From an optimization exercise on the open Yosys and OpenROAD flow, aimed at small area and a short achievable clock period; shortcuts taken in it are not production practice.
At most, simulation tests tie the RTL to the original design; equivalence was not proved.
Only the layout flow was run in run 7; the RTL was not checked for function there.
Power figures rest on the tool's default switching activity, not on a simulated workload.

[flow/design.v]
package spi_ram_pkg;
    localparam logic [1:0] WR_ADDR = 2'b00;
    localparam logic [1:0] WR_DATA = 2'b01;
    localparam logic [1:0] RD_ADDR = 2'b10;
    localparam logic [1:0] RD_DATA = 2'b11;
    typedef enum logic [1:0] {
        StIdle    = 2'b00,
        StWrReady = 2'b01,
        StRdReady = 2'b10
    } state_e;
endpackage
module spi_ram_mem #(
    parameter int unsigned MEM_DEPTH = 256,
    parameter int unsigned ADDR_SIZE = 8
) (
    input  logic                 clk,
    input  logic                 rst_n,
    input  logic                 we_i,
    input  logic [ADDR_SIZE-1:0] waddr_i,
    input  logic [7:0]           wdata_i,
    input  logic                 re_i,
    input  logic [7:0]           rsel0_i,
    input  logic [7:0]           rsel1_i,
    input  logic [1:0]           rhi_i,
    output logic [7:0]           rdata_o
);
    logic [8*MEM_DEPTH-1:0] mem_q;
    logic [31:0]            cand_q;
    logic [7:0]             rdata_q;
    logic [15:0]          whi, wlo;
    logic [MEM_DEPTH-1:0] wsel;
    always_comb begin
        for (int i = 0; i < 16; i++) begin
            whi[i] = we_i && (waddr_i[7:4] == 4'(i));
            wlo[i] = (waddr_i[3:0] == 4'(i));
        end
        for (int r = 0; r < MEM_DEPTH; r++) wsel[r] = whi[r / 16] && wlo[r % 16];
    end
    always_ff @(posedge clk) begin
        for (int r = 0; r < MEM_DEPTH; r++)
            if (wsel[r]) mem_q[8*r +: 8] <= wdata_i;
    end
    logic [7:0]  l1 [32];
    logic [31:0] cand;
    always_comb begin
        for (int g = 0; g < 32; g++) begin
            l1[g] = '0;
            for (int i = 0; i < 8; i++) l1[g] = l1[g] | ({8{rsel0_i[i]}} & mem_q[8*(8*g+i) +: 8]);
        end
        for (int c = 0; c < 4; c++) begin
            cand[8*c +: 8] = '0;
            for (int i = 0; i < 8; i++) cand[8*c +: 8] = cand[8*c +: 8] | ({8{rsel1_i[i]}} & l1[8*c+i]);
        end
    end
    always_ff @(posedge clk) cand_q <= cand;
    always_ff @(posedge clk) begin
        if (!rst_n)    rdata_q <= 8'h00;
        else if (re_i) rdata_q <= cand_q[8*rhi_i +: 8];
    end
    assign rdata_o = rdata_q;
endmodule
module spi_ram_ctrl #(
    parameter int unsigned MEM_DEPTH = 256,
    parameter int unsigned ADDR_SIZE = 8
) (
    input  logic       clk,
    input  logic       rst_n,
    input  logic [9:0] din,
    input  logic       rx_valid,
    output logic [7:0] dout,
    output logic       tx_valid
    ,
    output logic       err
);
    logic                 rx_q;
    logic                 wr_rdy_q;
    logic                 rd_rdy_q;
    logic [ADDR_SIZE-1:0] wr_addr_q;
    logic [7:0]           rd_s0_q;
    logic [7:0]           rd_s1_q;
    logic [1:0]           rd_hi_q;
    logic                 wpend_q;
    logic [7:0]           wdata_q;
    logic                 tx_valid_q;
    logic                 err_q;
    logic                 cmd_edge;
    logic [1:0]           opcode;
    logic                 wr_exec;
    logic                 rd_exec;
    logic                 cmd_illegal;
    always_comb begin
        cmd_edge = rst_n && rx_valid && !rx_q;
        opcode   = din[9:8];
        wr_exec     = cmd_edge && (opcode == spi_ram_pkg::WR_DATA) && wr_rdy_q;
        rd_exec     = cmd_edge && (opcode == spi_ram_pkg::RD_DATA) && rd_rdy_q;
        cmd_illegal = cmd_edge && (((opcode == spi_ram_pkg::WR_DATA) && !wr_rdy_q) ||
                                   ((opcode == spi_ram_pkg::RD_DATA) && !rd_rdy_q));
    end
    always_ff @(posedge clk) begin
        wdata_q <= din[7:0];
        wpend_q <= wr_exec;
    end
    always_ff @(posedge clk) begin
        if (!rst_n) begin
            rx_q       <= 1'b0;
            wr_rdy_q   <= 1'b0;
            rd_rdy_q   <= 1'b0;
            wr_addr_q  <= '0;
            rd_s0_q    <= 8'h01;
            rd_s1_q    <= 8'h01;
            rd_hi_q    <= 2'b00;
            tx_valid_q <= 1'b0;
            err_q      <= 1'b0;
        end else begin
            rx_q       <= rx_valid;
            tx_valid_q <= rd_exec;
            if (wpend_q) wr_addr_q <= wr_addr_q + 1'b1;
            if (cmd_edge) begin
                case (opcode)
                    spi_ram_pkg::WR_ADDR: begin
                        wr_addr_q <= din[ADDR_SIZE-1:0];
                        wr_rdy_q  <= 1'b1;
                        rd_rdy_q  <= 1'b0;
                    end
                    spi_ram_pkg::RD_ADDR: begin
                        rd_s0_q   <= 8'h01 << din[2:0];
                        rd_s1_q   <= 8'h01 << din[5:3];
                        rd_hi_q   <= din[7:6];
                        wr_rdy_q  <= 1'b0;
                        rd_rdy_q  <= 1'b1;
                    end
                    spi_ram_pkg::RD_DATA: begin
                        if (rd_exec) rd_rdy_q <= 1'b0;
                    end
                    default: ;
                endcase
            end
            if (cmd_illegal) err_q <= 1'b1;
        end
    end
    spi_ram_mem #(
        .MEM_DEPTH (MEM_DEPTH),
        .ADDR_SIZE (ADDR_SIZE)
    ) u_mem (
        .clk     (clk),
        .rst_n   (rst_n),
        .we_i    (wpend_q),
        .waddr_i (wr_addr_q),
        .wdata_i (wdata_q),
        .re_i    (rd_exec),
        .rsel0_i (rd_s0_q),
        .rsel1_i (rd_s1_q),
        .rhi_i   (rd_hi_q),
        .rdata_o (dout)
    );
    assign tx_valid = tx_valid_q;
    assign err = err_q;
endmodule
[flow/run.sh]
#!/bin/bash
# synth_recipe.tcl (not shown) runs the flow's synth.tcl, then flattens the netlist and writes it again
# the make line also repeats each setting of config.mk as NAME=value (left out here)
make -C /OpenROAD-flow-scripts/flow DESIGN_CONFIG=/design/flow/config.mk WORK_HOME=/design/flow/orfs CLKGATE_MAP_FILE= SYNTH_SCRIPT=/design/flow/synth_recipe.tcl finish
[flow/config.mk]
export PLATFORM = sky130hd
export DESIGN_NAME = spi_ram_ctrl
export DESIGN_NICKNAME = spi_ram_ctrl
export VERILOG_FILES = /design/flow/design.v
export SDC_FILE = /design/flow/constraint.sdc
export NUM_CORES = 4
export LEC_CHECK = 0
export CAP_MARGIN = 20
export CORE_MARGIN = 2
export CORE_UTILIZATION = 60
export CTS_BUF_LIST = sky130_fd_sc_hd__clkbuf_16
export CTS_CLUSTER_DIAMETER = 60
export CTS_CLUSTER_SIZE = 20
export PLACE_DENSITY = 0.68
export SETUP_SLACK_MARGIN = 2.0
export SLEW_MARGIN = 20
[flow/constraint.sdc]
create_clock -name core_clock -period 4.5 [get_ports {clk}]
set_input_delay 0.9000 -clock core_clock [delete_from_list [all_inputs] [get_ports {clk}]]
set_output_delay 0.9000 -clock core_clock [all_outputs]
set_load 0.01 [all_outputs]
==> results of run 1 <==
-- synthesized netlist by cell type (2+ instances only) --
library cell | count | area (µm²)
edfxtp_1 | 2048 | 61500
a22oi_1 | 1152 | 8650
nand4_1 | 294 | 1840
nor2_1 | 277 | 1040
clkbuf_1 | 247 | 927
dfxtp_1 | 80 | 1600
nand2_1 | 46 | 173
buf_2 | 37 | 185
buf_1 | 22 | 82.6
a21oi_1 | 18 | 90.1
nand3_1 | 10 | 50.1
mux2i_1 | 9 | 90.1
mux4_2 | 8 | 180
a211oi_1 | 7 | 52.6
nor2b_1 | 7 | 43.8
nand4b_1 | 6 | 52.6
clkbuf_8 | 5 | 68.8
xor2_1 | 5 | 43.8
ha_1 | 4 | 50.1
or4b_1 | 4 | 40.0
and3_1 | 3 | 18.8
inv_1 | 3 | 11.3
a211o_1 | 2 | 17.5
buf_12 | 2 | 40.0
clkdlybuf4s25_2 | 2 | 20.0
nand3b_1 | 2 | 15.0
nor3b_1 | 2 | 15.0
nor4_1 | 2 | 12.5
o21ai_0 | 2 | 10.0
xnor2_1 | 2 | 17.5
-- cell families after synthesis --
kind of cell / count (synthesis) / synth area share, %
adders and majority gates: 4 / 0.0649
buffers and inverters: 323 / 1.78
xor gates and xnor gates: 7 / 0.0795
DFF: 2128 / 81.9
and+or+nand+nor: 662 / 4.39
muxes: 17 / 0.351
AOI/OAI and AO/OA: 1183 / 11.5
-- state kept, by name, summed over array words and instances (netlist names) --
name and flops:
u_mem.cand_q 32, rd_hi_q 2, rx_q 1, u_mem.rdata_q 8, u_mem.mem_q 2048, rd_rdy_q 1
rd_s0_q 8, wr_rdy_q 1, tx_valid_q 1, wpend_q 1, err_q 1, wr_addr_q 8
wdata_q 8, rd_s1_q 8
-- layout make-up --
cell class / instances / share of cell area (%)
Sequential cell: 2128 / 74.5
Clock inverter: 85 / 0.891
Antenna cell: 3 / 0.00886
Multi-Input combinational cell: 1873 / 16.1
Timing Repair Buffer: 113 / 1.59
Tap cell: 1662 / 2.45
Clock buffer: 150 / 4.43
Inverter: 4 / 0.0177
-- cell usage in the layout (no fill, tap or decap), types with 8 or more instances in the layout --
master / n
edfxtp_1: 2048
a22oi_1: 1152
nand4_1: 294
nor2_2: 198
clkbuf_16: 150
buf_4: 55
dfxtp_1: 45
nor2_4: 44
nor2_1: 35
buf_12: 31
nand2_1: 28
inv_1: 27
dfxtp_4: 21
a21oi_1: 18
clkinv_1: 14
dfxtp_2: 14
inv_6: 12
clkdlybuf4s50_1: 12
nand2_4: 10
dlygate4sd2_1: 10
mux2i_1: 9
mux4_2: 8
bufinv_16: 8
-- through the flow --
step	utilization, %	worst slack (ns)	power [mW]	instances
CTS	66.0	1.72	35.6	6006
floorplan	-	2.02	22.5	4324
global placement	62.0	1.37	22.9	5770
detailed placement	62.0	1.32	22.9	5770
finish	66.5	1.76	35.5	6018
global route	66.5	1.68	36.4	6015
-- final timing paths --
path	startpoint	end	slack [ns]	depth (start not counted)
worst min register to register	wr_rdy_q	wpend_q	0.53	1
worst max register to register	wr_addr_q[6]	u_mem.mem_q[944]	1.76	3
worst min-delay path	wr_rdy_q	wpend_q	0.53	1
worst max-delay path	wr_addr_q[6]	u_mem.mem_q[944]	1.76	3
-- worst max-delay path, cell delays in order (launching register included) --
cell and delay, ns:
dfxtp_1 0.64, nor2b_1 0.61, nand2_2 0.57, nor2_2 0.53
-- where the power goes --
group / total, mW / leakage (nW) / switching (mW) / internal [mW]
Combinational: 0.685 / 3.39 / 0.543 / 0.142
Clock: 13.1 / 2.28 / 6.48 / 6.58
Sequential: 21.8 / 19.1 / 0.103 / 21.7
Total: 35.5 / 24.7 / 7.12 / 28.4
-- what timing repair did --
item | CTS | global route
setup buffers | 1 | 6
setup endpoints to repair | 1791 | 1764
gates resized for setup | 240 | 106
cloned | 0 | 0
-- layer usage --
layer,part of all wire (%),GRT usage [%],vias up,wire (µm)
met5,0.017,0,-,33
li1,-,-,17800,-
met1,40,44.8,21700,79600
met4,3.0,9.95,6,5910
met3,11,5.82,351,22100
met2,46,44.2,2630,91100
==> summary.md, run 1 <==
| Metric | Value |
|---|---|
| Status | `complete, no violations` |
| DR iter-0 viols | `between 7000 and 8000` |
| Layout fillers | `8388` |
| Row count | `about 130` |
| Register Area | `0.0632 mm²` |
| Crit Path Category | `flop to flop` |
| Share of cells above drive strength 1 | `13.9%` |
| CTS Buf Count | `139` |
| CP Launch Type | `flop` |
| Total GRT Usage | `between 20% and 30%` |
| Remaining DRCs | `0` |
| Leak | `24.7 nW` |
| Ys Warns | `3` |
| Clock transition at path regs | `roughly 0.080 ns` |
| CTS tree | `yes` |
| TritonRoute pass-1 iters | `6` |
| Multi-input gate area | `0.0136 mm²` |
| Clock Tree Root | `clkbuf_16` |
| Antenna violations before repair | `8` |
| Post-synth EDFFs | `2048` |
| Die W | `between 300 and 400 µm` |
| Setup crit end kind | `flop` |
| VDD IR max | `0.452 mV` |
| Hold buffer count at CTS | `0` |
| Worst Hold Class | `flop to flop` |
| Wirelength, routed | `199000 µm` |
| RSZ-0062 raised after global routing | `true` |
| CP max FO | `15` |
| Post-Syn Nets | `between 4000 and 5000` |
| MaxCap Viol Count | `0` |
| Post-synthesis async set-or-reset flop share | `0%` |
| Critical path arrival | `3.17 ns` |
| Headroom to the max-slew limit | `24.5%` |
| Final worst path period share | `around three fifths` |
| FF+latch count, synth | `~2100` |
| Design area | `between 0.08 and 0.09 mm²` |
| Setup violators final | `0` |
| Sequential element share of the synthesized area | `between 80% and 90%` |
| GPL Wtd Cong | `0.872` |
| Fin Setup TNS | `0 ns` |
| Mapped Avg Cell Area | `17.8 µm²` |
| First-pass GRT wire length | `280000 µm` |
| Aggregate global routing overflow | `0` |
| # IOs | `23` |
| Power Dens Cells | `around 420 mW/mm²` |
| Core area | `0.128 mm²` |
| Vias in the first global route | `40000` |
| Unique cell type count in the Yosys netlist | `46` |
| CTS Sinks | `2128` |
| Final min period | `2.74 ns` |
| Fin. max-slew vios | `0` |
| Post-DRT Antenna Nets | `0` |
| Worst hold slack | `0.534 ns` |
| Mapped Area | `0.0771 mm²` |
| Final layout net count | `4276` |
| Cell count after synthesis | `4324` |
| Least-Margin Pin Slew | `1.13 ns` |
| Largest net degree at the start of global routing | `approximately 160` |
| Die Ht | `~360 µm` |
| Area Overhead vs Synth | `9.98%` |
| Worst Path Required | `between 4 and 5 ns` |
| Clk Latency, worst-skew pair | `0.81 ns` |
| Buffers on Ports | `22` |
| WL/cell | `33.0 µm` |
| Die footprint | `~0.13 mm²` |
| Ys flop type | `edfxtp_1` |
| Fmax | `0.365 GHz` |
| Starting Density | `between 60% and 70%` |
| Vias | `between 40000 and 50000` |
| Vias per inst | `7.06` |
| Final Hold Fails | `0` |
| Cell Area, Placed | `0.0791 mm²` |
| CTS max path bufs | `3` |
| H-tree depth | `4` |
| Worst Skew | `0.0300 ns` |
| HPWL after DPL | `about 110000 µm` |
==> run 2, diff against run 1 <==
--- a/flow/design.v
+++ b/flow/design.v
@@ -16,6 +16,6 @@
     input  logic                 clk,
     input  logic                 rst_n,
-    input  logic                 we_i,
-    input  logic [ADDR_SIZE-1:0] waddr_i,
+    input  logic [15:0]          whi_n_i,
+    input  logic [15:0]          wlo_n_i,
     input  logic [7:0]           wdata_i,
     input  logic                 re_i,
@@ -28,12 +28,7 @@
     logic [31:0]            cand_q;
     logic [7:0]             rdata_q;
-    logic [15:0]          whi, wlo;
     logic [MEM_DEPTH-1:0] wsel;
     always_comb begin
-        for (int i = 0; i < 16; i++) begin
-            whi[i] = we_i && (waddr_i[7:4] == 4'(i));
-            wlo[i] = (waddr_i[3:0] == 4'(i));
-        end
-        for (int r = 0; r < MEM_DEPTH; r++) wsel[r] = whi[r / 16] && wlo[r % 16];
+        for (int r = 0; r < MEM_DEPTH; r++) wsel[r] = !whi_n_i[r / 16] && !wlo_n_i[r % 16];
     end
     always_ff @(posedge clk) begin
@@ -81,4 +76,6 @@
     logic [1:0]           rd_hi_q;
     logic                 wpend_q;
+    logic [15:0]          whi_n_q;    
+    logic [15:0]          wlo_n_q;    
     logic [7:0]           wdata_q;
     logic                 tx_valid_q;
@@ -100,4 +97,8 @@
         wdata_q <= din[7:0];
         wpend_q <= wr_exec;
+        for (int i = 0; i < 16; i++) begin
+            whi_n_q[i] <= !(wr_exec && (wr_addr_q[7:4] == 4'(i)));
+            wlo_n_q[i] <= (wr_addr_q[3:0] != 4'(i));
+        end
     end
     always_ff @(posedge clk) begin
@@ -145,6 +146,6 @@
         .clk     (clk),
         .rst_n   (rst_n),
-        .we_i    (wpend_q),
-        .waddr_i (wr_addr_q),
+        .whi_n_i (whi_n_q),
+        .wlo_n_i (wlo_n_q),
         .wdata_i (wdata_q),
         .re_i    (rd_exec),
==> flow/flow/run.sh (new file) <==
#!/bin/bash
set -euo pipefail
export MAKEFLAGS='BUFFER_PORTS_ARGS=-buffer_cell\ sky130_fd_sc_hd__buf_4'
bash standard.sh finish > flow_make.log 2>&1
==> flow/standard.sh (new file) <==
#!/bin/bash
# synth_recipe.tcl (not shown) runs the flow's synth.tcl, then flattens the netlist and writes it again
# the make line also repeats each setting of config.mk as NAME=value (left out here)
make -C /OpenROAD-flow-scripts/flow DESIGN_CONFIG=/design/flow/config.mk WORK_HOME=/design/flow/orfs CLKGATE_MAP_FILE= SYNTH_SCRIPT=/design/flow/synth_recipe.tcl "${@:-finish}"
--- a/flow/config.mk
+++ b/flow/config.mk
@@ -13,4 +13,4 @@
 export CTS_CLUSTER_SIZE = 20
 export PLACE_DENSITY = 0.68
-export SETUP_SLACK_MARGIN = 2.0
+export SETUP_SLACK_MARGIN = 2.6
 export SLEW_MARGIN = 20
removed: flow/run.sh
==> summary.md, run 2 <==
| Metric | Value |
|---|---|
| Status | `complete, no violations` |
| Power Dens Cells | `418 mW/mm² (-0.20%)` |
| Critical Path Stages | `1 (-2)` |
| Largest regs | `u_mem.mem_q: 2048 flops, u_mem.cand_q: 32 flops` |
| TritonRoute pass-1 iters | `8 (+2)` |
| Ys Warns | `3 (unchanged)` |
| Crit Path Category | `flop to output pin` |
| H-tree depth | `4 (unchanged)` |
| Die W | `364 µm (+0.38%)` |
| Met1 Wirelength | `78900 µm (-0.83%)` |
| Most frequent cells in the layout | `edfxtp_1, a22oi_1, nand4_1` |
| Buffers plus inverters on the worst setup path | `1 (+1)` |
| HPWL after DPL | `109000 µm (-3.3%)` |
| Clk Latency, worst-skew pair | `0.80 ns (about the same)` |
| CTS tree | `yes` |
| Fin. max-slew vios | `0 (unchanged)` |
| VDD IR max | `0.520 mV (+15%)` |
| Starting Density | `60.2% (-0.23 points)` |
| Worst Hold Class | `primary input to flop` |
| Met2 WL | `97800 µm (+7.4%)` |
| Commonest non-fill, non-tap cell in the layout | `edfxtp_1` |
| Die Ht | `364 µm (+0.38%)` |
| Remaining DRCs | `0 (unchanged)` |
| Max reg flops | `2048 (unchanged)` |
| CP Launch Type | `flop` |
| FF+latch count, synth | `2160 (+1.5%)` |
| Clock Tree Root | `clkbuf_16` |
| GPL Wtd Cong | `0.811 (-7.0%)` |
| Fmax | `0.451 GHz (+24%)` |
| Wirelength, routed | `212000 µm (+6.5%)` |
| DR WL met3 | `27800 µm (+26%)` |
| Vias per inst | `7.13 (+0.87%)` |
| Post-synthesis async set-or-reset flop share | `0% (unchanged)` |
| Delay-heaviest family, CP | `flip-flops` |
| Highest routed layer | `met5` |
| Final worst path period share | `49.3% (-12 points)` |
| Aggregate global routing overflow | `0 (unchanged)` |
| Worst hold slack | `0.271 ns (-0.263 ns)` |
| Critical path arrival | `1.32 ns (-1.85 ns)` |
| CP max FO | `2 (-13)` |
| Headroom to the max-slew limit | `5.53% (-19 points)` |
| Multi-input gate area | `0.0133 mm² (-2.6%)` |
| Hold Path Cell Cnt | `1 (unchanged)` |
| Synth top area cells | `edfxtp_1, a22oi_1, dfxtp_1` |
| MaxCap Viol Count | `0 (unchanged)` |
| CTS Sinks | `2160 (+1.5%)` |
| Slowest library cell on the worst path | `dfxtp_4` |
| Sequential element share of the synthesized area | `82.1% (+0.20 points)` |
| Register-to-Register Path Depth | `1 (-2)` |
| RSZ-0062 raised after global routing | `true` |
| Hold buffer count at CTS | `0 (unchanged)` |
| Register Area | `0.0639 mm² (+1.1%)` |
| Least-Margin Pin Slew | `1.42 ns (+0.284 ns)` |
| Design area | `0.0861 mm² (+1.5%)` |
| Final min period | `2.22 ns (-0.523 ns)` |
| Final layout net count | `4347 (+1.7%)` |
| Cell Area, Placed | `0.0795 mm² (+0.59%)` |
| Die footprint | `0.132 mm² (+0.76%)` |
| Final Hold Fails | `0 (unchanged)` |
| Most numerous cell in the Yosys netlist | `edfxtp_1` |
| Total GRT Usage | `31.8% (+2.0 points)` |
| Clock transition at path regs | `0.08 ns (about the same)` |
| Area Overhead vs Synth | `10.8%` |
| Commonest cells in the synthesized netlist | `edfxtp_1, a22oi_1, nand4_1` |
| WL/cell | `34.3 µm (+3.9%)` |
| Buffers on Ports | `22 (unchanged)` |
| CTS max path bufs | `3 (unchanged)` |
| Setup violators final | `0 (unchanged)` |
| Largest net degree at the start of global routing | `145 (-9.9%)` |
| Post-DRT Antenna Nets | `0 (unchanged)` |
| Mapped Area | `0.0777 mm² (+0.77%)` |
| Vias | `44000 (+3.4%)` |
| Row count | `132 (+0.76%)` |
| Mapped Avg Cell Area | `17.7 µm² (-0.81%)` |
| Setup crit end kind | `output pin` |
| Leading area contributor after synthesis | `edfxtp_1` |
| First-pass GRT wire length | `298000 µm (+6.4%)` |
| Leak | `25.3 nW (+2.2%)` |
| CP cell instances | `buf_6` |
| Fin Setup TNS | `0 ns (unchanged)` |
| CTS Buf Count | `137 (-1.4%)` |
| # IOs | `23 (unchanged)` |
| Layout fillers | `8316 (-0.86%)` |
| Worst Path Required | `3.60 ns (-1.33 ns)` |
| Unique cell type count in the Yosys netlist | `37 (-20%)` |
| Antenna violations before repair | `10 (+2)` |
| Vias in the first global route | `41500 (+3.7%)` |
| Ys flop type | `edfxtp_1` |
| DR iter-0 viols | `7187 (+1.6%)` |
| Cell count after synthesis | `4393 (+1.6%)` |
| Largest reg by FF count | `u_mem.mem_q` |
| Yosys top cell area share | `79.2% (-0.61 points)` |
| Share of cells above drive strength 1 | `12.4% (-1.6 points)` |
| Post-Syn Nets | `4410 (+1.6%)` |
| Core area | `0.129 mm² (+1.2%)` |
| Max incr delay on CP | `0.41 ns (-0.23 ns)` |
| Worst Skew | `0.0272 ns (-0.00281 ns)` |
| Post-synth EDFFs | `2048 (unchanged)` |
## run 2: cell count changes after synthesis, sizes merged, moves of 2 or more
cell | before | now
nor2 | 277 | 271
nor3 | 0 | 2
buf | 62 | 57
a21oi | 18 | 26
mux2i | 9 | 1
clkbuf | 253 | 291
xor2 | 5 | 3
xnor2 | 2 | 4
clkdlybuf4s25 | 3 | 0
and3 | 4 | 2
dfxtp | 80 | 112
nand2 | 46 | 62
## run 2: layer usage
| metal | global-route usage, % | vias up |
|---|---|---|
| met5 | 0 | - |
| met1 | 46.5 | 22500 |
| met2 | 48.2 | 3069 |
| li1 | - | 18000 |
| met3 | 7.03 | 375 |
| met4 | 10.4 | 6 |
## run 2: worst paths after layout
kind	from	slack [ns]	end
hold reg to reg	err_q	0.50	err_q
setup reg to reg	wlo_n_q[8]	2.53	u_mem.mem_q[583]
hold / removal	din[7]	0.27	wdata_q[7]
setup / recovery	u_mem.rdata_q[4]	2.28	dout[4]
## run 2: where the power goes
part	leakage (nW)	internal, mW	total, mW	switching [mW]
logic	3.63	0.152	0.616	0.464
registers	19.3	21.9	22.1	0.160
clock network	2.31	6.76	13.3	6.51
## run 2: cell type report
type / count / share of cell area [%]
Antenna cell: 2 / 0.00581
Clock buffer: 145 / 4.22
Tap cell: 1742 / 2.53
Multi-Input combinational cell: 1880 / 15.4
Inverter: 5 / 0.0218
Sequential cell: 2160 / 74.2
Timing Repair Buffer: 146 / 2.56
Clock inverter: 91 / 1.03
## run 2: per-stage QoR
stage / worst slack, ns / power (mW) / cells / utilization (%)
after floorplan: 2.55 / 22.8 / 4393 / -
after detailed placement: 1.82 / 23.1 / 5861 / 61.6
after CTS: 2.24 / 36.1 / 6158 / 66.3
final: 2.28 / 36.0 / 6171 / 66.7
after global placement: 1.85 / 23.1 / 5859 / 61.6
after global routing: 2.26 / 36.8 / 6170 / 66.7
## run 2: cells by family after synthesis
| logic type | Yosys count | share of synthesized area [%] |
|---|---|---|
| adders and majority gates | 4 | 0.0644 |
| xor gates and xnor gates | 7 | 0.0789 |
| buffers and inverters | 353 | 1.75 |
| and+or+nand+nor | 669 | 4.37 |
| muxes | 9 | 0.245 |
| AOI/OAI and AO/OA | 1191 | 11.4 |
| DFF | 2160 | 82.1 |
## run 2: repair_timing
| item | 4_1_cts | 5_1_grt |
|---|---|---|
| cloned | 11 | 4 |
| buffers inserted | 50 | 7 |
| setup endpoints to repair | 692 | 315 |
| pin swaps | 10 | 35 |
| gates resized for setup | 112 | 98 |
==> run 3, diff against run 2 <==
--- a/flow/config.mk
+++ b/flow/config.mk
@@ -13,4 +13,4 @@
 export CTS_CLUSTER_SIZE = 20
 export PLACE_DENSITY = 0.68
-export SETUP_SLACK_MARGIN = 2.6
+export SETUP_SLACK_MARGIN = 2.0
 export SLEW_MARGIN = 20
==> summary.md, run 3 <==
| Metric | Value |
|---|---|
| DR iter-0 viols | `7070 (-1.6%)` |
| Clock Tree Root | `clkbuf_16` |
| WL/cell | `32.9 µm (-4.2%)` |
| Remaining DRCs | `0 (unchanged)` |
| Unique cell type count in the Yosys netlist | `37 (unchanged)` |
| HPWL after DPL | `112000 µm (+2.7%)` |
| Post-Syn Nets | `4410 (unchanged)` |
| Largest reg by FF count | `u_mem.mem_q` |
| Largest net degree at the start of global routing | `153 (+5.5%)` |
| Final Hold Fails | `0 (unchanged)` |
| Final layout net count | `4286 (-1.4%)` |
| Crit Path Category | `flop to output pin` |
| Total power | `35.7 mW (-0.91%)` |
| CP Launch Type | `flop` |
| Register-to-Register Path Depth | `5 (+4)` |
| Setup violators final | `0 (unchanged)` |
| Clock transition at path regs | `0.08 ns (about the same)` |
| CTS max path bufs | `3 (unchanged)` |
| Delay-heaviest family, CP | `flip-flops` |
| Clock power share | `36.4% (-0.5 points)` |
| Least-Margin Pin Slew | `1.26 ns (-0.159 ns)` |
| Worst Path Required | `3.60 ns (about the same)` |
| Post-synth EDFFs | `2048 (unchanged)` |
| Yosys top cell area share | `79.2% (unchanged)` |
| Comb pwr share | `1.5% (-0.2 points)` |
| Aggregate global routing overflow | `0 (unchanged)` |
| MaxCap Viol Count | `0 (unchanged)` |
| Most frequent cells in the layout | `edfxtp_1, a22oi_1, nand4_1` |
| Fin Setup TNS | `0 ns (unchanged)` |
| Mapped Avg Cell Area | `17.7 µm² (unchanged)` |
| Critical path arrival | `1.55 ns (+0.23 ns)` |
| First-pass GRT wire length | `286000 µm (-3.8%)` |
| Post-DRT Antenna Nets | `0 (unchanged)` |
| Worst Skew | `0.0406 ns (+0.0134 ns)` |
| Max reg flops | `2048 (unchanged)` |
| Ys Warns | `3 (unchanged)` |
| # IOs | `23 (unchanged)` |
| Vias per inst | `7.05 (-1.1%)` |
| Sequential element share of the synthesized area | `82.1% (unchanged)` |
| Final min period | `2.45 ns (+0.230 ns)` |
| Commonest cells in the synthesized netlist | `edfxtp_1, a22oi_1, nand4_1` |
| Antenna violations before repair | `7 (-3)` |
| Slowest library cell on the worst path | `dfxtp_1` |
| Setup crit end kind | `output pin` |
| Wirelength, routed | `201000 µm (-5.0%)` |
| Layout fillers | `8637 (+3.9%)` |
| Buffers plus inverters on the worst setup path | `1 (unchanged)` |
| CTS tree | `yes` |
| Post-synthesis async set-or-reset flop share | `0% (unchanged)` |
| Post-layout util | `65.2% (-1.6 points)` |
| Buffers on Ports | `22 (unchanged)` |
| Status | `complete, no violations` |
| Total GRT Usage | `30.2% (-1.6 points)` |
| FF+latch count, synth | `2160 (unchanged)` |
| Fin. max-slew vios | `0 (unchanged)` |
| Fmax | `0.409 GHz (-9.4%)` |
| Core area | `0.129 mm² (unchanged)` |
| TritonRoute pass-1 iters | `6 (-2)` |
| Leading area contributor after synthesis | `edfxtp_1` |
| Share of cells above drive strength 1 | `7.50% (-4.9 points)` |
| VDD IR max | `0.450 mV (-13%)` |
| Critical Path Stages | `1 (unchanged)` |
| Headroom to the max-slew limit | `16.2% (+11 points)` |
| Max incr delay on CP | `0.55 ns (+0.14 ns)` |
| Row count | `132 (unchanged)` |
| Area Overhead vs Synth | `8.21%` |
| Ys flop type | `edfxtp_1` |
| Switching Fraction | `20.0% (+0.20 points)` |
| Hold Path Cell Cnt | `1 (unchanged)` |
| P_int | `28.5 mW (-1.2%)` |
| CTS Sinks | `2160 (unchanged)` |
| Power share of the sequential group | `62.1% (+0.7 points)` |
| Largest regs | `u_mem.mem_q: 2048 flops, u_mem.cand_q: 32 flops` |
| Design area | `0.0840 mm² (-2.4%)` |
| Clk Latency, worst-skew pair | `0.80 ns (about the same)` |
| CTS Buf Count | `137 (unchanged)` |
| Cell Area, Placed | `0.0796 mm² (about the same)` |
| Commonest non-fill, non-tap cell in the layout | `edfxtp_1` |
| Worst Hold Class | `primary input to flop` |
| NetSw | `7.14 mW (about the same)` |
| Vias | `43100 (-1.9%)` |
| Mapped Area | `0.0777 mm² (unchanged)` |
| H-tree depth | `4 (unchanged)` |
| Leak | `24.6 nW (-2.5%)` |
| Vias in the first global route | `40500 (-2.4%)` |
| GPL Wtd Cong | `0.855 (+5.4%)` |
| Power Dens Cells | `424 mW/mm² (+1.5%)` |
| Starting Density | `60.2% (unchanged)` |
| Die W | `364 µm (unchanged)` |
| Cell count after synthesis | `4393 (unchanged)` |
| Synth top area cells | `edfxtp_1, a22oi_1, dfxtp_1` |
| CP cell instances | `buf_4` |
| Final worst path period share | `54.4% (+5.1 points)` |
| Hold buffer count at CTS | `0 (unchanged)` |
| Die footprint | `0.132 mm² (unchanged)` |
| RSZ-0062 raised after global routing | `false` |
| CP max FO | `2 (unchanged)` |
| Most numerous cell in the Yosys netlist | `edfxtp_1` |
| Die Ht | `364 µm (unchanged)` |
-- run 3: cell families after synthesis --
group                      Yosys count  synth area share [%]
DFF                               2160                  82.1
adders and majority gates            4                0.0644
AOI/OAI and AO/OA                 1191                  11.4
muxes                                9                 0.245
buffers and inverters              353                  1.75
xor gates and xnor gates             7                0.0789
and+or+nand+nor                    669                  4.37
-- run 3: worst paths after layout --
path,startpoint,end,slack [ns]
setup reg to reg,rd_s0_q[1],u_mem.cand_q[12],2.06
hold / removal,din[7],wdata_q[7],0.25
hold reg to reg,err_q,err_q,0.49
setup / recovery,u_mem.rdata_q[4],dout[4],2.05
-- run 3: power groups by stage --
stage               Sequential, mW  Combinational (mW)  Clock, mW
global placement              22.6               0.522          0
detailed placement            22.6               0.543          0
CTS                           22.1               0.544       13.1
floorplan                     22.6               0.192          0
global route                  22.1               0.586       13.9
finish                        22.1               0.545       13.0
-- run 3: per-stage QoR --
stage               cells  hold WS [ns]  setup slack (ns)
floorplan            4393         0.467              2.02
global placement     5869         0.473              1.91
detailed placement   5870         0.467              1.88
CTS                  6114         0.201              2.01
global route         6116         0.223              2.00
finish               6120         0.248              2.05
-- run 3: final cells by class --
type	instances	area [µm²]	share of cell area (%)
repair buffers	85	1010	1.20
diodes	4	10.0	0.0119
flip-flops and latches	2160	63800	76.0
clock buffers	145	3630	4.32
clock inverters	99	781	0.929
well taps	1742	2180	2.59
multi-input cells	1880	12600	15.0
inverters	5	18.8	0.0223
-- run 3: worst register-to-register path, stage by stage, from the launching register on --
cell	delay [ns]
dfxtp_4	0.57
buf_12	0.47
a22oi_1	0.46
nand4_1	0.15
a22oi_1	0.48
nand4_1	0.17
-- run 3: metal layers --
metal	GRT usage (%)	share of wire, %	wire length, µm
met1	45.2	39	78900
met2	44.8	46	92300
met3	6.50	11	22800
met4	10.3	3.4	6910
met5	0	0.020	41
-- run 3: repair_timing --
action	CTS	global route
endpoints found under the setup margin	0	13
setup buffers	0	1
gates resized for setup	0	5
==> run 4, diff against run 3 <==
--- a/flow/config.mk
+++ b/flow/config.mk
@@ -13,4 +13,4 @@
 export CTS_CLUSTER_SIZE = 20
 export PLACE_DENSITY = 0.68
-export SETUP_SLACK_MARGIN = 2.0
+export SETUP_SLACK_MARGIN = 2.3
 export SLEW_MARGIN = 20
==> summary.md, run 4 <==
| Metric | Value |
|---|---|
| H-tree depth | `4 (unchanged)` |
| Fin. max-slew vios | `0 (unchanged)` |
| Starting Density | `60.2% (unchanged)` |
| Slowest library cell on the worst path | `dfxtp_4` |
| CTS Sinks | `2160 (unchanged)` |
| CTS Buf Count | `139 (+1.5%)` |
| Largest regs | `u_mem.mem_q: 2048 flops, u_mem.cand_q: 32 flops` |
| Aggregate global routing overflow | `0 (unchanged)` |
| Clock Tree Root | `clkbuf_16` |
| CP cell instances | `buf_6` |
| Clock transition at path regs | `0.08 ns (about the same)` |
| VDD IR max | `0.446 mV (-1.1%)` |
| Fin Setup TNS | `0 ns (unchanged)` |
| MaxCap Viol Count | `0 (unchanged)` |
| TritonRoute pass-1 iters | `6 (unchanged)` |
| Hold buffer count at CTS | `0 (unchanged)` |
| Delay-heaviest family, CP | `flip-flops` |
| CTS max path bufs | `3 (unchanged)` |
| Total power | `36.1 mW (+1.1%)` |
| Post-synth EDFFs | `2048 (unchanged)` |
| Die Ht | `364 µm (unchanged)` |
| HPWL after DPL | `110000 µm (-1.9%)` |
| WL/cell | `33.1 µm (+0.69%)` |
| Die W | `364 µm (unchanged)` |
| Commonest non-fill, non-tap cell in the layout | `edfxtp_1` |
| Post-Syn Nets | `4410 (unchanged)` |
| Unique cell type count in the Yosys netlist | `37 (unchanged)` |
| DR iter-0 viols | `6717 (-5.0%)` |
| CTS tree | `yes` |
| Wirelength, routed | `203000 µm (+0.79%)` |
| GPL Wtd Cong | `0.822 (-3.9%)` |
| Sequential element share of the synthesized area | `82.1% (unchanged)` |
| CP Launch Type | `flop` |
| Mapped Avg Cell Area | `17.7 µm² (unchanged)` |
| Multi-input gate area | `0.0126 mm² (+0.40%)` |
| Share of cells above drive strength 1 | `8.27% (+0.77 points)` |
| Worst Skew | `0.0302 ns (-0.0104 ns)` |
| Largest reg by FF count | `u_mem.mem_q` |
| Status | `complete, no violations` |
| Vias in the first global route | `40400 (-0.17%)` |
| Die footprint | `0.132 mm² (unchanged)` |
| Commonest cells in the synthesized netlist | `edfxtp_1, a22oi_1, nand4_1` |
| Post-synthesis async set-or-reset flop share | `0% (unchanged)` |
| Cell count after synthesis | `4393 (unchanged)` |
| Critical path arrival | `1.36 ns (-0.19 ns)` |
| Ys flop type | `edfxtp_1` |
| Remaining DRCs | `0 (unchanged)` |
| Clk Latency, worst-skew pair | `0.81 ns (about the same)` |
| Max incr delay on CP | `0.43 ns (-0.12 ns)` |
| # IOs | `23 (unchanged)` |
| Register Area | `0.0639 mm² (about the same)` |
| CP max FO | `2 (unchanged)` |
| Most numerous cell in the Yosys netlist | `edfxtp_1` |
| RSZ-0062 raised after global routing | `true` |
| Worst Hold Class | `primary input to flop` |
| Final layout net count | `4293 (+0.16%)` |
| Antenna violations before repair | `7 (unchanged)` |
| Final min period | `2.26 ns (-0.185 ns)` |
| Fmax | `0.442 GHz (+8.2%)` |
| Post-DRT Antenna Nets | `0 (unchanged)` |
| Yosys top cell area share | `79.2% (unchanged)` |
| Buffers plus inverters on the worst setup path | `1 (unchanged)` |
| Least-Margin Pin Slew | `1.32 ns (+0.0576 ns)` |
| Row count | `132 (unchanged)` |
| Worst Path Required | `3.60 ns (about the same)` |
| Largest net degree at the start of global routing | `129 (-16%)` |
| Leading area contributor after synthesis | `edfxtp_1` |
| Most frequent cells in the layout | `edfxtp_1, a22oi_1, nand4_1` |
| FF+latch count, synth | `2160 (unchanged)` |
| Setup crit end kind | `output pin` |
| Vias | `42800 (-0.75%)` |
| Vias per inst | `6.99 (-0.85%)` |
| Headroom to the max-slew limit | `12.3% (-3.8 points)` |
| Area Overhead vs Synth | `8.92%` |
| Power Dens Cells | `426 mW/mm² (+0.48%)` |
| Post-layout util | `65.6% (+0.43 points)` |
| Total GRT Usage | `30.5% (+0.32 points)` |
| Crit Path Category | `flop to output pin` |
| Ys Warns | `3 (unchanged)` |
| Layout fillers | `8550 (-1.0%)` |
| Final Hold Fails | `0 (unchanged)` |
| Mapped Area | `0.0777 mm² (unchanged)` |
| Core area | `0.129 mm² (unchanged)` |
| Buffers on Ports | `22 (unchanged)` |
| Synth top area cells | `edfxtp_1, a22oi_1, dfxtp_1` |
| Final worst path period share | `50.3% (-4.1 points)` |
| Setup violators final | `0 (unchanged)` |
| Leak | `24.8 nW (+0.64%)` |
| Max reg flops | `2048 (unchanged)` |
| First-pass GRT wire length | `288000 µm (+0.56%)` |
## run 4: cell counts after synthesis
Identical to the previous run, type by type.
## run 4: cell type report
class	count	share of cell area (%)
well taps	1742	2.58
clock inverters	95	1.05
diodes	5	0.0148
clock buffers	149	4.41
inverters	5	0.0222
repair buffers	90	1.51
flip-flops and latches	2160	75.5
multi-input cells	1880	14.9
## run 4: final timing paths
path                                         end  depth (start not counted)             start  slack [ns]
worst max-delay path                     dout[0]                          1  u_mem.rdata_q[0]        2.24
worst max register to register   u_mem.cand_q[6]                          5        rd_s0_q[5]        2.31
worst min register to register  u_mem.rdata_q[7]                          2  u_mem.rdata_q[7]        0.54
worst min-delay path                  wdata_q[6]                          1            din[6]        0.27
## run 4: kinds of logic (layout without fill, tap and decap cells)
family / after synthesis / in the layout / share of synthesized area, %
buffers and inverters: 353 / 339 / 1.75
xor gates and xnor gates: 7 / 7 / 0.0789
AOI/OAI and AO/OA: 1191 / 1191 / 11.4
muxes: 9 / 9 / 0.245
DFF: 2160 / 2160 / 82.1
other: 0 / 5 / 0
and+or+nand+nor: 669 / 669 / 4.37
adders and majority gates: 4 / 4 / 0.0644
## run 4: layer usage
layer	track usage (%)	wire length [µm]
met5	0.436	115
met2	46.4	94700
met3	7.09	22500
met1	44.3	78400
met4	9.99	6890
## run 4: what timing repair did
action / CTS / global route
gates resized for setup: 34 / 14
setup buffers: 7 / 4
pin swaps: 0 / 0
setup endpoints to repair: 42 / 48
cloned: 1 / 0
## run 4: report_power, final
group / total (mW) / internal, mW / switching [mW] / leakage (nW)
clock network: 13.4 / 6.87 / 6.53 / 2.36
logic: 0.547 / 0.128 / 0.419 / 3.12
registers: 22.1 / 22.0 / 0.178 / 19.3
total: 36.1 / 28.9 / 7.12 / 24.8
## run 4: through the flow
stage	setup WS, ns	instances	hold slack, ns	cell area [µm²]
global placement	1.89	5861	0.520	79400
global route	2.21	6121	0.244	84600
finish	2.24	6126	0.274	84600
floorplan	2.54	4393	0.467	77700
CTS	2.20	6114	0.221	84400
detailed placement	1.87	5862	0.518	79500
==> run 5, diff against run 4 <==
--- a/flow/config.mk
+++ b/flow/config.mk
@@ -10,7 +10,7 @@
 export CORE_UTILIZATION = 60
 export CTS_BUF_LIST = sky130_fd_sc_hd__clkbuf_16
-export CTS_CLUSTER_DIAMETER = 60
-export CTS_CLUSTER_SIZE = 20
+export CTS_CLUSTER_DIAMETER = 90
+export CTS_CLUSTER_SIZE = 30
 export PLACE_DENSITY = 0.68
-export SETUP_SLACK_MARGIN = 2.3
+export SETUP_SLACK_MARGIN = 2.5
 export SLEW_MARGIN = 20
==> summary.md, run 5 <==
| Metric | Value |
|---|---|
| Most frequent cells in the layout | `edfxtp_1, a22oi_1, nand4_1` |
| Least-Margin Pin Slew | `1.20 ns (-0.110 ns)` |
| Yosys top cell area share | `79.2% (unchanged)` |
| Largest net degree at the start of global routing | `129 (unchanged)` |
| Die footprint | `0.132 mm² (unchanged)` |
| Final Hold Fails | `0 (unchanged)` |
| Cell count after synthesis | `4393 (unchanged)` |
| Clock transition at path regs | `0.11 ns (+0.03 ns)` |
| Vias per inst | `7.09 (+1.4%)` |
| Aggregate global routing overflow | `0 (unchanged)` |
| # IOs | `23 (unchanged)` |
| Core area | `0.129 mm² (unchanged)` |
| Adder-cell share of the synthesized area | `0.0644% (unchanged)` |
| Dpl ws | `1.87 ns (unchanged)` |
| First-pass GRT wire length | `290000 µm (+0.84%)` |
| Headroom to the max-slew limit | `19.7% (+7.4 points)` |
| CTS tree | `yes` |
| Post-DRT Antenna Nets | `0 (unchanged)` |
| Synth Area in Compound Gates | `11.4% (unchanged)` |
| DR iter-0 viols | `7260 (+8.1%)` |
| Worst Hold Class | `primary input to flop` |
| GPL Wtd Cong | `0.822 (unchanged)` |
| WL/cell | `34.0 µm (+2.7%)` |
| Power Dens Cells | `385 mW/mm² (-9.8%)` |
| Worst hold slack | `0.336 ns (+0.0622 ns)` |
| Vias in the first global route | `40100 (-0.93%)` |
| Ys Warns | `3 (unchanged)` |
| Area Overhead vs Synth | `6.92%` |
| XOR/XNOR share of the synthesized area | `0.0789% (unchanged)` |
| CP Launch Type | `flop` |
| MaxCap Viol Count | `0 (unchanged)` |
| Buffers plus inverters on the worst setup path | `1 (unchanged)` |
| Largest regs | `u_mem.mem_q: 2048 flops, u_mem.cand_q: 32 flops` |
| Unique cell type count in the Yosys netlist | `37 (unchanged)` |
| Final layout net count | `4259 (-0.79%)` |
| Final worst path period share | `49.1% (-1.2 points)` |
| Clock Tree Root | `clkbuf_16` |
| Worst Skew | `0.0331 ns (+0.00288 ns)` |
| CTS Sinks | `2160 (unchanged)` |
| TritonRoute pass-1 iters | `6 (unchanged)` |
| Setup crit end kind | `output pin` |
| Final min period | `2.21 ns (-0.0561 ns)` |
| Fin. max-slew vios | `0 (unchanged)` |
| Critical path arrival | `1.31 ns (-0.05 ns)` |
| Hold buffer count at CTS | `0 (unchanged)` |
| Row count | `132 (unchanged)` |
| Vias | `42900 (+0.18%)` |
| Sequential element share of the synthesized area | `82.1% (unchanged)` |
| Post-synth EDFFs | `2048 (unchanged)` |
| Antenna violations before repair | `8 (+1)` |
| Wirelength, routed | `206000 µm (+1.5%)` |
| CTS max path bufs | `3 (unchanged)` |
| Most numerous cell in the Yosys netlist | `edfxtp_1` |
| Delay-heaviest family, CP | `flip-flops` |
| Setup violators final | `0 (unchanged)` |
| Die W | `364 µm (unchanged)` |
| Die Ht | `364 µm (unchanged)` |
| CP cell instances | `buf_6` |
| CTS Buf Count | `82 (-41%)` |
| Slack of the critical path | `2.29 ns (+0.0561 ns)` |
| Max incr delay on CP | `0.45 ns (+0.02 ns)` |
| Worst Path Required | `3.60 ns (about the same)` |
| RSZ-0062 raised after global routing | `true` |
| FF+latch count, synth | `2160 (unchanged)` |
| Commonest non-fill, non-tap cell in the layout | `edfxtp_1` |
| Max reg flops | `2048 (unchanged)` |
| Fin Setup TNS | `0 ns (unchanged)` |
| R2r setup slk | `2.44 ns (+0.13 ns)` |
| Leak | `24.1 nW (-3.0%)` |
| Total GRT Usage | `30.8% (+0.26 points)` |
| Remaining DRCs | `0 (unchanged)` |
| Cell Area, Placed | `0.0795 mm² (unchanged)` |
| Largest family of logic cells by synthesized area | `compound AO/OA/AOI/OAI gates` |
| Synth top area cells | `edfxtp_1, a22oi_1, dfxtp_1` |
| Largest reg by FF count | `u_mem.mem_q` |
| Crit Path Category | `flop to output pin` |
| Status | `complete, no violations` |
| Mapped Area | `0.0777 mm² (unchanged)` |
| HPWL after DPL | `110000 µm (unchanged)` |
| Mux share of post-synthesis cell area | `0.245% (unchanged)` |
| Mapped Avg Cell Area | `17.7 µm² (unchanged)` |
| H-tree depth | `3 (-1)` |
| Starting Density | `60.2% (unchanged)` |
| Post-Syn Nets | `4410 (unchanged)` |
| Fmax | `0.453 GHz (+2.5%)` |
| VDD IR max | `0.353 mV (-21%)` |
| Buffers on Ports | `22 (unchanged)` |
| Post-Synth Simple-Gate Area | `4.37% (unchanged)` |
| Leading area contributor after synthesis | `edfxtp_1` |
| Design area | `0.0830 mm² (-1.8%)` |
| Commonest cells in the synthesized netlist | `edfxtp_1, a22oi_1, nand4_1` |
| Ys flop type | `edfxtp_1` |
| Clk Latency, worst-skew pair | `0.73 ns (-0.08 ns)` |
| Share of cells above drive strength 1 | `7.33% (-0.93 points)` |
| Slowest library cell on the worst path | `dfxtp_4` |
| CP max FO | `2 (unchanged)` |
| Post-synthesis async set-or-reset flop share | `0% (unchanged)` |
-- run 5: logic make-up (layout without fill, tap and decap cells) --
| family | after synthesis | after routing |
|---|---|---|
| other | 0 | 1 |
| DFF | 2160 | 2160 |
| muxes | 9 | 9 |
| xor gates and xnor gates | 7 | 7 |
| buffers and inverters | 353 | 269 |
| AOI/OAI and AO/OA | 1191 | 1191 |
| and+or+nand+nor | 669 | 669 |
| adders and majority gates | 4 | 4 |
-- run 5: stage by stage --
step / total power, mW / utilization (%) / instances
finish: 32.0 / 64.4 / 6052
global route: 32.7 / 64.4 / 6051
CTS: 32.0 / 64.1 / 6037
detailed placement: 23.1 / 61.6 / 5862
global placement: 23.1 / 61.6 / 5861
floorplan: 22.8 / - / 4393
-- run 5: where the power goes --
part / switching (mW) / internal (mW)
logic: 0.449 / 0.141
registers: 0.166 / 22.0
clock network: 5.79 / 3.46
total: 6.40 / 25.6
-- run 5: area by class of cell --
type	count	area [µm²]
repair buffers	113	1740
clock buffers	83	2080
fillers	8733	45900
well taps	1742	2180
multi-input cells	1880	12800
clock inverters	68	332
flip-flops and latches	2160	63900
inverters	5	18.8
diodes	1	2.50
-- run 5: final timing paths --
check	start	depth (start not counted)	end
setup / recovery	u_mem.rdata_q[3]	1	dout[3]
hold reg to reg	u_mem.rdata_q[7]	2	u_mem.rdata_q[7]
hold / removal	din[6]	1	wdata_q[6]
setup reg to reg	wlo_n_q[4]	1	u_mem.mem_q[1956]
-- run 5: per-layer routing --
metal | vias to the layer above | global-route usage, % | routed length, µm
met5 | - | 0.436 | 131
met4 | 10 | 9.65 | 7070
met2 | 2700 | 47.1 | 95700
met3 | 318 | 6.06 | 23600
met1 | 22100 | 45.4 | 79200
li1 | 17800 | - | -
-- run 5: what timing repair did --
| action | CTS | global route |
|---|---|---|
| resized for setup | 84 | 21 |
| endpoints found under the setup margin | 370 | 177 |
| gates cloned | 4 | 0 |
| pin swaps | 1 | 3 |
| buffers inserted | 20 | 12 |
==> run 6, diff against run 5 <==
--- a/flow/config.mk
+++ b/flow/config.mk
@@ -8,9 +8,9 @@
 export CAP_MARGIN = 20
 export CORE_MARGIN = 2
-export CORE_UTILIZATION = 60
+export CORE_UTILIZATION = 70
 export CTS_BUF_LIST = sky130_fd_sc_hd__clkbuf_16
 export CTS_CLUSTER_DIAMETER = 90
 export CTS_CLUSTER_SIZE = 30
-export PLACE_DENSITY = 0.68
+export PLACE_DENSITY = 0.78
 export SETUP_SLACK_MARGIN = 2.5
 export SLEW_MARGIN = 20
==> summary.md, run 6 <==
| Metric | Value |
|---|---|
| MaxCap Viol Count | `0 (unchanged)` |
| Post-synthesis async set-or-reset flop share | `0% (unchanged)` |
| Final min period | `2.19 ns (-0.0197 ns)` |
| Worst Path Required | `3.60 ns (about the same)` |
| Clock Tree Root | `clkbuf_16` |
| Core area | `0.110 mm² (-14%)` |
| Area Overhead vs Synth | `6.45%` |
| Die footprint | `0.114 mm² (-14%)` |
| CTS Buf Count | `81 (-1.2%)` |
| Clock power share | `28.7% (-0.2 points)` |
| Post-layout util | `74.9% (+11 points)` |
| P_int | `25.6 mW (+0.35%)` |
| Unique cell type count in the Yosys netlist | `37 (unchanged)` |
| Met2 WL | `93200 µm (-2.6%)` |
| Ys flop type | `edfxtp_1` |
| Final layout net count | `4263 (+0.094%)` |
| CP max FO | `2 (unchanged)` |
| Max reg flops | `2048 (unchanged)` |
| Vias | `43600 (+1.7%)` |
| First-pass GRT wire length | `283000 µm (-2.6%)` |
| Commonest non-fill, non-tap cell in the layout | `edfxtp_1` |
| Power share of the sequential group | `69.5% (+0.3 points)` |
| Final worst path period share | `48.6% (-0.44 points)` |
| WL/cell | `34.5 µm (+1.6%)` |
| Mapped Avg Cell Area | `17.7 µm² (unchanged)` |
| CP Launch Type | `flop` |
| Synth top area cells | `edfxtp_1, a22oi_1, dfxtp_1` |
| CTS Sinks | `2160 (unchanged)` |
| Largest net degree at the start of global routing | `147 (+14%)` |
| Post-DRT Antenna Nets | `0 (unchanged)` |
| Largest reg by FF count | `u_mem.mem_q` |
| TritonRoute pass-1 iters | `8 (+2)` |
| Share of cells above drive strength 1 | `7.25% (-0.086 points)` |
| Highest routed layer | `met5` |
| CTS max path bufs | `3 (unchanged)` |
| Slowest library cell on the worst path | `dfxtp_4` |
| Buffers plus inverters on the worst setup path | `1 (unchanged)` |
| RSZ-0062 raised after global routing | `true` |
| Sequential element share of the synthesized area | `82.1% (unchanged)` |
| DR WL met3 | `29100 µm (+24%)` |
| Post-synth EDFFs | `2048 (unchanged)` |
| Most frequent cells in the layout | `edfxtp_1, a22oi_1, nand4_1` |
| Wirelength, routed | `200000 µm (-2.7%)` |
| Largest regs | `u_mem.mem_q: 2048 flops, u_mem.cand_q: 32 flops` |
| Total GRT Usage | `35.0% (+4.2 points)` |
| Power Dens Cells | `385 mW/mm² (about the same)` |
| Setup violators final | `0 (unchanged)` |
| R2r setup slk | `2.41 ns (-0.03 ns)` |
| Delay-heaviest family, CP | `flip-flops` |
| Fin. max-slew vios | `0 (unchanged)` |
| Final Hold Fails | `0 (unchanged)` |
| Crit Path Category | `flop to output pin` |
| Row count | `122 (-7.6%)` |
| Commonest cells in the synthesized netlist | `edfxtp_1, a22oi_1, nand4_1` |
| HPWL after DPL | `105000 µm (-4.3%)` |
| Most numerous cell in the Yosys netlist | `edfxtp_1` |
| Post-Syn Nets | `4410 (unchanged)` |
| Starting Density | `70.4% (+10 points)` |
| Die W | `337 µm (-7.3%)` |
| H-tree depth | `3 (unchanged)` |
| Cell count after synthesis | `4393 (unchanged)` |
| Vias in the first global route | `41200 (+2.7%)` |
| Worst hold slack | `0.330 ns (-0.00661 ns)` |
| Fmax | `0.457 GHz (+0.90%)` |
| Yosys top cell area share | `79.2% (unchanged)` |
| Die Ht | `337 µm (-7.3%)` |
| Vias per inst | `7.52 (+6.1%)` |
| Ys Warns | `3 (unchanged)` |
| GPL Wtd Cong | `0.842 (+2.5%)` |
| Worst Skew | `0.0349 ns (+0.00175 ns)` |
| Max incr delay on CP | `0.45 ns (about the same)` |
| Fin Setup TNS | `0 ns (unchanged)` |
| # IOs | `23 (unchanged)` |
| Worst Hold Class | `primary input to flop` |
| Aggregate global routing overflow | `0 (unchanged)` |
| Buffers on Ports | `22 (unchanged)` |
| Comb pwr share | `1.8% (about the same)` |
| Met1 Wirelength | `69000 µm (-13%)` |
| Switching Fraction | `19.4% (-0.59 points)` |
| Leak | `24.0 nW (about the same)` |
| CP cell instances | `buf_6` |
| Setup crit end kind | `output pin` |
| DR iter-0 viols | `7886 (+8.6%)` |
| Clk Latency, worst-skew pair | `0.72 ns (about the same)` |
| FF+latch count, synth | `2160 (unchanged)` |
| Headroom to the max-slew limit | `16.1% (-3.6 points)` |
| Least-Margin Pin Slew | `1.26 ns (+0.0533 ns)` |
| Mapped Area | `0.0777 mm² (unchanged)` |
| Status | `complete, no violations` |
| Hold buffer count at CTS | `0 (unchanged)` |
| Antenna violations before repair | `7 (-1)` |
| Critical path arrival | `1.29 ns (-0.02 ns)` |
| Leading area contributor after synthesis | `edfxtp_1` |
| VDD IR max | `0.361 mV (+2.1%)` |
| CTS tree | `yes` |
| NetSw | `6.19 mW (-3.3%)` |
| Remaining DRCs | `0 (unchanged)` |
| Clock transition at path regs | `0.12 ns (about the same)` |
## run 6: cell types whose count changed in the layout (fill, tap and decap cells not counted), moves of 5 or more
cell       previous run  this run
clkbuf_16            83        88
buf_4                38        50
nor2_1              261       270
buf_6                22        15
nor2_2               10         1
inv_1                63        57
## run 6: cells by family (layout without fill, tap and decap cells)
logic type / count (synthesis) / in the layout / synth area share (%)
muxes: 9 / 9 / 0.245
AOI/OAI and AO/OA: 1191 / 1191 / 11.4
DFF: 2160 / 2160 / 82.1
buffers and inverters: 353 / 265 / 1.75
adders and majority gates: 4 / 4 / 0.0644
and+or+nand+nor: 669 / 669 / 4.37
other: 0 / 5 / 0
xor gates and xnor gates: 7 / 7 / 0.0789
## run 6: path summary, 6_finish.rpt
path	startpoint	endpoint	cells after the start
setup / recovery	u_mem.rdata_q[7]	dout[7]	1
hold / removal	din[6]	wdata_q[6]	1
setup reg to reg	wlo_n_q[8]	u_mem.mem_q[1479]	1
hold reg to reg	rd_s1_q[2]	rd_s1_q[2]	2
## run 6: repair_timing
action                                  4_1_cts  5_1_grt
gates resized for setup                      70       19
endpoints found under the setup margin      123      143
buffers inserted                             19       18
pin swaps                                     2        3
gates cloned                                  5        1
## run 6: routing by layer
layer	vias to the layer above	global-route usage [%]
met5	-	0
met4	4	14.6
met3	471	8.12
met2	3530	53.1
met1	21800	50.0
li1	17800	-
## run 6: power groups by stage
stage                     logic, mW  clock network (mW)  registers, mW
after floorplan               0.192                   0           22.6
after global placement        0.470                   0           22.6
after detailed placement      0.491                   0           22.6
after CTS                     0.544                9.12           22.1
after global routing          0.613                9.71           22.1
final                         0.579                9.14           22.1
## run 6: stage by stage
step | instances | power (mW) | setup WS, ns | area [µm²]
6_report | 5798 | 31.8 | 2.31 | 82700
5_1_grt | 5795 | 32.4 | 2.29 | 82700
4_1_cts | 5774 | 31.8 | 2.30 | 82400
3_5_place_dp | 5608 | 23.1 | 1.92 | 79200
3_3_place_gp | 5608 | 23.1 | 1.94 | 79200
2_1_floorplan | 4393 | 22.8 | 2.54 | 77700
## run 6: layout make-up
cell class / count / area [µm²]
antenna: 5 / 12.5
timing repair buffer: 118 / 1720
tap: 1488 / 1860
fill: 6050 / 27700
clock buffer: 87 / 2180
sequential: 2160 / 63900
inverter: 5 / 18.8
multi-input combinational: 1880 / 12800
clock inverter: 55 / 211
==> run 7, diff against run 6 <==
--- a/flow/design.v
+++ b/flow/design.v
@@ -18,4 +18,6 @@
     input  logic [15:0]          whi_n_i,
     input  logic [15:0]          wlo_n_i,
+    input  logic [15:0]          whi_i,
+    input  logic [15:0]          wlo_i,
     input  logic [7:0]           wdata_i,
     input  logic                 re_i,
@@ -28,11 +30,14 @@
     logic [31:0]            cand_q;
     logic [7:0]             rdata_q;
-    logic [MEM_DEPTH-1:0] wsel;
+    logic [MEM_DEPTH-1:0] wsel, wkeep;
     always_comb begin
-        for (int r = 0; r < MEM_DEPTH; r++) wsel[r] = !whi_n_i[r / 16] && !wlo_n_i[r % 16];
+        for (int r = 0; r < MEM_DEPTH; r++) begin
+            wsel[r]  = !whi_n_i[r / 16] && !wlo_n_i[r % 16];
+            wkeep[r] = !(whi_i[r / 16] && wlo_i[r % 16]);
+        end
     end
     always_ff @(posedge clk) begin
         for (int r = 0; r < MEM_DEPTH; r++)
-            if (wsel[r]) mem_q[8*r +: 8] <= wdata_i;
+            mem_q[8*r +: 8] <= ({8{wsel[r]}} & wdata_i) | ({8{wkeep[r]}} & mem_q[8*r +: 8]);
     end
     logic [7:0]  l1 [32];
@@ -78,4 +83,6 @@
     logic [15:0]          whi_n_q;    
     logic [15:0]          wlo_n_q;    
+    logic [15:0]          whi_q;      
+    logic [15:0]          wlo_q;
     logic [7:0]           wdata_q;
     logic                 tx_valid_q;
@@ -100,4 +107,6 @@
             whi_n_q[i] <= !(wr_exec && (wr_addr_q[7:4] == 4'(i)));
             wlo_n_q[i] <= (wr_addr_q[3:0] != 4'(i));
+            whi_q[i]   <= wr_exec && (wr_addr_q[7:4] == 4'(i));
+            wlo_q[i]   <= (wr_addr_q[3:0] == 4'(i));
         end
     end
@@ -148,4 +157,6 @@
         .whi_n_i (whi_n_q),
         .wlo_n_i (wlo_n_q),
+        .whi_i   (whi_q),
+        .wlo_i   (wlo_q),
         .wdata_i (wdata_q),
         .re_i    (rd_exec),
--- a/flow/config.mk
+++ b/flow/config.mk
@@ -8,9 +8,9 @@
 export CAP_MARGIN = 20
 export CORE_MARGIN = 2
-export CORE_UTILIZATION = 70
+export CORE_UTILIZATION = 60
 export CTS_BUF_LIST = sky130_fd_sc_hd__clkbuf_16
 export CTS_CLUSTER_DIAMETER = 90
 export CTS_CLUSTER_SIZE = 30
-export PLACE_DENSITY = 0.78
+export PLACE_DENSITY = 0.68
 export SETUP_SLACK_MARGIN = 2.5
 export SLEW_MARGIN = 20
==> summary.md, run 7 <==
| Metric | Value |
|---|---|
| Start point of the critical path | `u_mem.rdata_q[2]` |
| Worst Skew | `0.0411 ns (+0.00626 ns)` |
| Slack of the critical path | `2.29 ns (-0.0208 ns)` |
| # IOs | `23 (unchanged)` |
| Leading area contributor after synthesis | `dfxtp_1` |
| Unique cell type count in the Yosys netlist | `42 (+14%)` |
| Sequential element share of the synthesized area | `56.2% (-26 points)` |
| Most frequent cells in the layout | `dfxtp_1, a22o_1, a22oi_1` |
| Commonest cells in the synthesized netlist | `dfxtp_1, a22o_1, a22oi_1` |
| Ys flop type | `dfxtp_1` |
| Worst Path Required | `3.60 ns (about the same)` |
| Critical Path Stages | `1 (unchanged)` |
| CTS Buf Count | `83 (+2.5%)` |
| Mapped Area | `0.0780 mm² (+0.45%)` |
| RSZ-0062 raised after global routing | `true` |
| Register-to-Register Path Depth | `5 (+4)` |
| VDD IR max | `0.346 mV (-4.0%)` |
| HPWL after DPL | `165000 µm (+57%)` |
| Synth top area cells | `dfxtp_1, a22o_1, a22oi_1` |
| Die W | `365 µm (+8.2%)` |
| Critical R2R Capture | `u_mem.cand_q[3]` |
| Final worst path period share | `49.1% (+0.46 points)` |
| Setup crit end kind | `output pin` |
| Setup violators final | `0 (unchanged)` |
| First-pass GRT wire length | `413000 µm (+46%)` |
| FF-to-FF Start | `rd_s0_q[7]` |
| WL/cell | `33.9 µm (-1.9%)` |
| DR iter-0 viols | `9963 (+26%)` |
| Mapped Avg Cell Area | `11.0 µm² (-38%)` |
| Delay-heaviest family, CP | `flip-flops` |
| Most numerous cell in the Yosys netlist | `dfxtp_1` |
| Headroom to the max-slew limit | `20.0% (+3.9 points)` |
| Vias in the first global route | `59400 (+44%)` |
| Vias | `64500 (+48%)` |
| Dpl ws | `1.94 ns (+0.0267 ns)` |
| Largest regs | `u_mem.mem_q: 2048 flops, u_mem.cand_q: 32 flops` |
| Critical path arrival | `1.31 ns (+0.02 ns)` |
| Vias per inst | `7.66 (+1.8%)` |
| Commonest non-fill, non-tap cell in the layout | `dfxtp_1` |
| CP max FO | `2 (unchanged)` |
| Yosys top cell area share | `56.2% (-23 points)` |
| Max reg flops | `2048 (unchanged)` |
| Clock transition at path regs | `0.12 ns (about the same)` |
| Final Hold Fails | `0 (unchanged)` |
| CP Launch Type | `flop` |
| GPL Wtd Cong | `0.914 (+8.4%)` |
| Starting Density | `60.3% (-10 points)` |
| CTS Sinks | `2192 (+1.5%)` |
| MaxCap Viol Count | `0 (unchanged)` |
| TritonRoute pass-1 iters | `6 (-2)` |
| Area Overhead vs Synth | `5.63%` |
| Die Ht | `365 µm (+8.2%)` |
| Ys Warns | `3 (unchanged)` |
| Least-Margin Pin Slew | `1.20 ns (-0.0587 ns)` |
| Antenna violations before repair | `27 (+20)` |
| Fmax | `0.453 GHz (-0.94%)` |
| Post-synth EDFFs | `0 (-100%)` |
| Row count | `132 (+8.2%)` |
| Core area | `0.129 mm² (+17%)` |
| Cell count after synthesis | `7061 (+61%)` |
| Hold buffer count at CTS | `0 (unchanged)` |
| Share of cells above drive strength 1 | `5.44% (-1.8 points)` |
| Fin Setup TNS | `0 ns (unchanged)` |
| Leak | `29.4 nW (+22%)` |
| CTS max path bufs | `3 (unchanged)` |
| CP cell instances | `buf_6` |
| Post-Syn Nets | `7078 (+60%)` |
| Buffers on Ports | `22 (unchanged)` |
| Status | `complete, no violations` |
| Fin. max-slew vios | `0 (unchanged)` |
| Final layout net count | `6669 (+56%)` |
| Final min period | `2.21 ns (+0.0208 ns)` |
| Power Dens Cells | `363 mW/mm² (-5.7%)` |
| Layout fillers | `10300 (+71%)` |
| FF+latch count, synth | `2192 (+1.5%)` |
| Worst Hold Class | `primary input to flop` |
| Largest net degree at the start of global routing | `131 (-11%)` |
| Aggregate global routing overflow | `0 (unchanged)` |
| Register Area | `0.0440 mm² (-31%)` |
| Buffers plus inverters on the worst setup path | `1 (unchanged)` |
| R2r setup slk | `2.34 ns (-0.07 ns)` |
| Total GRT Usage | `41.3% (+6.3 points)` |
| Die footprint | `0.133 mm² (+17%)` |
| Clock Tree Root | `clkbuf_16` |
| H-tree depth | `3 (unchanged)` |
| Max incr delay on CP | `0.42 ns (-0.03 ns)` |
| Post-DRT Antenna Nets | `0 (unchanged)` |
| Remaining DRCs | `0 (unchanged)` |
| Crit Path Category | `flop to output pin` |
| Clk Latency, worst-skew pair | `0.76 ns (+0.04 ns)` |
| Wirelength, routed | `285000 µm (+42%)` |
| Largest reg by FF count | `u_mem.mem_q` |
| Crit path capture | `dout[2]` |
| Post-synthesis async set-or-reset flop share | `0% (unchanged)` |
| Multi-input gate area | `0.0318 mm² (+150%)` |
| CTS tree | `yes` |
| Slowest library cell on the worst path | `dfxtp_4` |
-- run 7: cell families (layout without fill, tap and decap cells) --
logic type                 Yosys count  in the layout  share of synthesized area, %
xor gates and xnor gates             7              7                        0.0786
other                                0              9                             0
buffers and inverters              661            268                          3.28
AOI/OAI and AO/OA                 3240           3240                          34.4
muxes                                9              9                         0.244
adders and majority gates            4              4                        0.0641
DFF                               2192           2192                          56.2
and+or+nand+nor                    948            948                          5.72
-- run 7: layout make-up --
class | instances | share of cell area [%]
sequential | 2192 | 53.4
multi-input combinational | 4208 | 38.6
clock buffer | 89 | 2.70
tap | 1742 | 2.64
timing repair buffer | 146 | 2.39
inverter | 21 | 0.0956
clock inverter | 12 | 0.0865
antenna | 9 | 0.0273
-- run 7: worst min path at each step --
stage | endpoint | slack (ns) | start | cells after the start
2_1_floorplan | wlo_n_q[15] | 0.40 | wr_addr_q[2] | 1
3_3_place_gp | u_mem.rdata_q[4] | 0.45 | u_mem.rdata_q[4] | 2
3_5_place_dp | u_mem.rdata_q[0] | 0.45 | u_mem.rdata_q[0] | 2
4_1_cts | wdata_q[7] | 0.26 | din[7] | 1
5_1_grt | wdata_q[7] | 0.26 | din[7] | 1
6_report | wdata_q[7] | 0.30 | din[7] | 1
-- run 7: timing repair --
action | 4_1_cts | 5_1_grt
cloned | 5 | 0
setup endpoints to repair | 212 | 91
resized for setup | 71 | 23
setup buffers | 27 | 12
pin swaps | 3 | 5
-- run 7: per-stage QoR --
stage	util, %	area [µm²]	instances	power (mW)	hold slack, ns
6_report	63.7	82400	8419	29.9	0.297
5_1_grt	63.7	82400	8411	30.6	0.263
4_1_cts	63.5	82100	8396	29.9	0.262
3_5_place_dp	61.0	78900	8263	20.7	0.451
3_3_place_gp	61.0	78900	8262	20.7	0.450
2_1_floorplan	-	78000	7061	20.3	0.401
-- run 7: power by group --
part	internal, mW	switching (mW)	total, mW
clock network	3.59	6.03	9.62
registers	19.4	0.171	19.6
logic	0.121	0.580	0.702
-- run 7: layer usage --
metal	GRT usage, %	up-vias	wire (µm)
met1	57.3	32200	115000
li1	-	27100	-
met4	21.0	40	16500
met2	59.3	4316	119000
met3	10.6	817	34900
met5	0	-	256

## separate check: timing with driven ports
No port has a modelled driver above. Below, the same layouts with a new extraction and two added sets of constraints. Step 1: set_driving_cell puts a clkbuf_16 on clk and a buf_2 on each other input, an assumption about the parent block. Step 2, shift: input delay + t, output delay - t, t = (earliest + latest rising clock arrival at the registers) / 2. This alone moves slack from input paths to output paths. Slacks: ideal ports / drivers / drivers and shift; pairs: ideal ports / drivers.
run	shift t [ns]	setup WS [ns]	latest minus earliest clock arrival (ns)	worst slew at a driven data input, ns	cell pins on the clock port's net
run 1	0.869	1.758 / 1.758 / 1.349	0.033 / 0.033	0.19	1
run 2	0.874	2.282 / 2.197 / 2.068	0.033 / 0.034	0.13	1
run 3	0.855	2.052 / 1.980 / 1.862	0.044 / 0.044	0.04	1
run 4	0.875	2.237 / 2.152 / 1.819	0.038 / 0.038	0.16	1
run 5	0.788	2.293 / 2.217 / 2.026	0.038 / 0.039	0.14	1
run 6	0.772	2.312 / 2.239 / 1.909	0.036 / 0.036	0.21	1
run 7	0.829	2.292 / 2.203 / 1.834	0.043 / 0.043	0.16	1
After both steps setup and hold are still met in every run listed. The setup slack of run 7, which loses most, moves by -0.089 ns with the drivers and by -0.458 ns with both steps.
